This design comes from an exercise in tuning for small area and a short achievable clock period on the open sky130 flow, not from production work.
The RTL was checked by simulation tests, not by an equivalence proof against the original design.
Power figures rest on the tool's default switching activity, not on a simulated workload.

==> flow/design.v <==
package video_pkg;
   typedef enum logic [1:0] {
      mode_view,
      mode_source,
      mode_copy,
      mode_result
   } mode_t;
   typedef logic [7:0] pixel_t;
   typedef logic [$clog2(16 * 8)-1:0] vaddr_t;
   typedef logic [$clog2(64)-1:0] hcount_t;
   typedef logic [$clog2(30)-1:0] vcount_t;
endpackage
`timescale 1ns/1ps
module video_frame_top
(
   input  logic   clk,
   input  logic   arst_n,
   input  video_pkg::mode_t  mode,
   input  logic   cam_valid,
   input  logic   cam_frame_start,
   input  video_pkg::pixel_t cam_pixel,
   input  logic   copy_start,
   output logic   copy_done,
   output video_pkg::pixel_t vid_pixel,
   output logic   vid_hsync,
   output logic   vid_vsync,
   output logic   vid_blank
);
   logic [5:0] hcount;
   logic [4:0] vcount;
   logic       hblank, vblank, hsync, vsync, blank;
   logic       hwin, vwin;
   logic       next_hblank, next_vblank, next_hwin, next_vwin;
   logic       hreset, vreset;
   assign hreset = (hcount == 6'(64 - 1));
   assign vreset = hreset && (vcount == 5'(30 - 1));
   assign next_hblank = hreset ? 1'b0 : ((hcount == 6'(48 - 1)) ? 1'b1 : hblank);
   assign next_vblank = vreset ? 1'b0 :
                        ((hreset && vcount == 5'(24 - 1)) ? 1'b1 : vblank);
   assign next_hwin   = (hcount == 6'(8 - 1)) ? 1'b1 :
                        ((hcount == 6'(8 + 16 - 1)) ? 1'b0 : hwin);
   assign next_vwin   = (hreset && vcount == 5'(4 - 1)) ? 1'b1 :
                        ((hreset && vcount == 5'(4 + 8 - 1)) ? 1'b0 : vwin);
   video_pkg::mode_t mode_q;
   logic sel_data, sel_fill;
   always_ff @(posedge clk or negedge arst_n) begin
      if (!arst_n) begin
         hcount   <= '0;
         vcount   <= '0;
         hblank   <= 1'b0;
         vblank   <= 1'b0;
         hwin     <= 1'b0;
         vwin     <= 1'b0;
         hsync    <= 1'b1;
         vsync    <= 1'b1;
         blank    <= 1'b1;
         sel_data <= 1'b0;
         sel_fill <= 1'b0;
         mode_q   <= video_pkg::mode_view;
      end else begin
         hcount <= hreset ? '0 : hcount + 1'b1;
         if (hreset) begin
            vcount <= vreset ? '0 : vcount + 1'b1;
         end
         hblank <= next_hblank;
         vblank <= next_vblank;
         hwin   <= next_hwin;
         vwin   <= next_vwin;
         hsync  <= (hcount == 6'(52 - 1)) ? 1'b0 :
                   ((hcount == 6'(58 - 1)) ? 1'b1 : hsync);
         vsync  <= (hreset && vcount == 5'(26 - 1)) ? 1'b0 :
                   ((hreset && vcount == 5'(28 - 1)) ? 1'b1 : vsync);
         blank  <= next_vblank | next_hblank;
         sel_data <= next_hwin && next_vwin && mode_q[0];
         sel_fill <= !(next_vblank || next_hblank) && !(next_hwin && next_vwin);
         mode_q   <= mode;
      end
   end
   logic [7:0] cpix_q;
   logic [6:0] wr_ptr;
   logic [6:0] this_addr;
   logic       wv_q;
   logic [6:0] wa_q;
   logic [3:0] wslot_idx;
   logic [7:0] wdat, wdat_n;
   logic [2:0] wtag;
   logic [3:0] wx;
   logic       wr0;       
   logic       wrw;       
   logic [15:0] wslot;
   logic [7:0] rd_q;
   logic       active;
   assign this_addr = cam_frame_start ? '0 : wr_ptr;
   always_ff @(posedge clk or negedge arst_n) begin
      if (!arst_n) begin
         wr_ptr <= '0;
         wv_q   <= 1'b0;
         wr0    <= 1'b0;
         wrw    <= 1'b0;
      end else begin
         if (cam_valid) begin
            wr_ptr <= this_addr + 1'b1;
         end else if (cam_frame_start) begin
            wr_ptr <= '0;
         end
         wv_q <= cam_valid && (mode == video_pkg::mode_view);
         wr0  <= wv_q && (wa_q[6:4] == 3'd0);
         wrw  <= wv_q && (wa_q[6:4] != 3'd0);
      end
   end
   always_ff @(posedge clk) begin
      cpix_q <= cam_pixel;
      wa_q   <= this_addr;
      wslot_idx <= this_addr[3:0] - hcount[3:0] - 4'd12;
      wdat   <= active ? rd_q : cpix_q;
      wdat_n <= active ? ~rd_q : ~cpix_q;
      wtag   <= wa_q[6:4];
      wx     <= wa_q[3:0];
      for (int s = 0; s < 16; s++) begin
         wslot[s] <= (wslot_idx == 4'(s));
      end
   end
   logic [8:0] cnt;
   logic [2:0] crow;
   logic [5:0] ck;
   logic       ld;     
   logic       last;
   logic [7:0] cdata;
   logic [3:0] bsel;
   logic [7:0] we1;
   assign crow = cnt[8:6];
   assign ck   = cnt[5:0];
   assign last = active && (cnt == {3'd7, 6'd58});
   always_ff @(posedge clk or negedge arst_n) begin
      if (!arst_n) begin
         active    <= 1'b0;
         cnt       <= '0;
         copy_done <= 1'b0;
      end else begin
         if (active) begin
            cnt <= cnt + 1'b1;
            if (last) active <= 1'b0;
         end else if (copy_start) begin
            active <= 1'b1;
            cnt    <= '0;
         end
         copy_done <= last;
      end
   end
   always_ff @(posedge clk or negedge arst_n) begin
      if (!arst_n) begin
         ld  <= 1'b0;
         we1 <= '0;
      end else begin
         ld <= active && (ck >= 6'd25) && (ck <= 6'd40);
         for (int r = 0; r < 8; r++) begin
            we1[r] <= active && (ck >= 6'd42) && (ck <= 6'd57) && (crow == 3'(r));
         end
      end
   end
   logic [7:0] wh_d [16];
   logic [15:0] wh_v;
   logic [15:0] wh_in;
   logic [3:0] xl, xl_n;
   logic [2:0] rl, rl_n, rlm, rlm_n;
   logic [3:0] xc_n;
   logic [2:0] ctag_n;
   logic [7:1] ctag;
   always_comb begin
      for (int j = 0; j < 16; j++) begin
         wh_in[j] = (wrw && wslot[j]) || (j == 15 && ld);
      end
   end
   assign xl_n   = wrw ? wx : xl;
   assign rl_n   = wrw ? wtag : rl;
   assign rlm_n  = wrw ? wtag - 3'd1 : rlm;
   assign xc_n   = hcount[3:0] + 4'd10;
   assign ctag_n = (xc_n <= xl_n) ? rl_n : rlm_n;
   always_ff @(posedge clk or negedge arst_n) begin
      if (!arst_n) begin
         wh_v <= '0;
      end else begin
         for (int j = 0; j < 15; j++) begin
            wh_v[j] <= (wrw && wslot[j]) || wh_v[j+1];
         end
         wh_v[15] <= wrw && wslot[15];
      end
   end
   always_ff @(posedge clk) begin
      for (int j = 0; j < 16; j++) begin
         if (wh_in[j]) begin
            wh_d[j] <= (j % 2 == 1) ? ~wdat : ~wdat_n;
         end else begin
            wh_d[j] <= ~wh_d[(j + 1) % 16];
         end
      end
      xl  <= xl_n;
      rl  <= rl_n;
      rlm <= rlm_n;
      for (int r = 1; r < 8; r++) begin
         ctag[r] <= (ctag_n == 3'(r));
      end
      bsel  <= 4'd12 - {hcount[2:0], 1'b0};
      cdata <= wh_d[bsel];
   end
   logic [7:0] b0 [8][16];
   logic [7:0] b1 [8][16];
   always_ff @(posedge clk) begin
      for (int j = 0; j < 16; j++) begin
         if (wr0 && wslot[j]) begin
            b0[0][j] <= (j % 2 == 1) ? ~wdat : ~wdat_n;
         end else begin
            b0[0][j] <= ~b0[0][(j + 1) % 16];
         end
      end
      for (int r = 1; r < 8; r++) begin
         for (int j = 0; j < 15; j++) begin
            b0[r][j] <= b0[r][j+1];
         end
         b0[r][15] <= (wh_v[0] && ctag[r]) ? wh_d[0] : b0[r][0];
      end
      for (int r = 0; r < 8; r++) begin
         for (int j = 0; j < 15; j++) begin
            b1[r][j] <= b1[r][j+1];
         end
         b1[r][15] <= we1[r] ? cdata : b1[r][0];
      end
   end
   logic [2:0] rsel;
   logic       bsel1;
   always_ff @(posedge clk) begin
      rsel  <= active ? crow : (vcount[2:0] ^ 3'd4);
      bsel1 <= !active && (mode_q == video_pkg::mode_result);
      rd_q  <= bsel1 ? b1[rsel][0] : b0[rsel][0];
   end
   logic vid_hsync_n, vid_vsync_n, vid_blank_n;
   assign vid_hsync = ~vid_hsync_n;
   assign vid_vsync = ~vid_vsync_n;
   assign vid_blank = ~vid_blank_n;
   always_ff @(posedge clk or negedge arst_n) begin
      if (!arst_n) begin
         vid_pixel   <= '0;
         vid_hsync_n <= 1'b0;
         vid_vsync_n <= 1'b0;
         vid_blank_n <= 1'b0;
      end else begin
         vid_hsync_n <= ~hsync;
         vid_vsync_n <= ~vsync;
         vid_blank_n <= ~blank;
         vid_pixel <= sel_data ? rd_q : {sel_fill, 7'd0};
      end
   end
endmodule
make LEC_CHECK=0 CAP_MARGIN=20 CORE_MARGIN=2 CORE_UTILIZATION=65 CTS_CLUSTER_DIAMETER=80 CTS_CLUSTER_SIZE=32 PLACE_DENSITY=0.75 SETUP_SLACK_MARGIN=2.0 SLEW_MARGIN=20 finish   # period 3.5 ns
run.sh (not shown) runs the stock make flow with config.mk's settings and CLKGATE_MAP_FILE= SYNTH_SCRIPT=/design/flow/synth_recipe.tcl, a recipe that flattens the netlist after the stock synthesis.
Rerun with:
Settings changed: CORE_UTILIZATION 65 to 40, PLACE_DENSITY 0.75 to default.
After rerunning:
- The changed run finished clean
- register-to-register slack improved by 0.05 ns
- hold slack improved by 0.018 ns
- global-route usage shrinks by 9.8 points
- area after synthesis stays the same
- setup slack got worse by 0.036 ns
- clock skew grows by 0.0077 ns
- die area grows by well over a third
Rerun with:
Settings changed: CORE_UTILIZATION 40 to 65, PLACE_DENSITY from default to 0.75, SETUP_SLACK_MARGIN 2.0 to 1.6.
=> Clock skew came out higher by 0.014 ns; sequential power barely changes; combinational power falls by 26%; clock-buffer cell count fell by 6.
Rerun with:
Settings changed: SETUP_SLACK_MARGIN 1.6 to 1.0.
Count of clock-buffer cells in the layout decreases by 1.
Total power goes down by about 0.7%.
Clock power stays flat.

[what the ideal ports hide]
The results above use ideal ports. As a check the final layouts listed here were re-extracted and re-timed, cells and wires unchanged. Step 1 sets driving cells, clkbuf_16 on the clock port and buf_2 on the other inputs (assumed; they add their load-dependent delay and slew). Step 2 times the ports against the registers' clock, not the clock port: input delays grow and output delays shrink by t, the midpoint of the rising clock arrivals with the driver on. Three values: ideal, step 1, step 2; two values: the first two.
| run | t (ns) | setup WS [ns] | pins driven straight from the clock port |
|---|---|---|---|
| the first run | 0.741 | 1.522 / 1.458 / 1.368 | 1 |
| the second run | 0.742 | 1.486 / 1.416 / 1.182 | 1 |
| the third run | 0.746 | 1.539 / 1.490 / 1.108 | 1 |
| the fourth run | 0.742 | 1.143 / 1.080 / 0.669 | 1 |
After both steps every run listed still meets setup and hold. The setup slack of the fourth run, which loses most, moves by -0.063 ns with the drivers and by -0.474 ns with both steps.
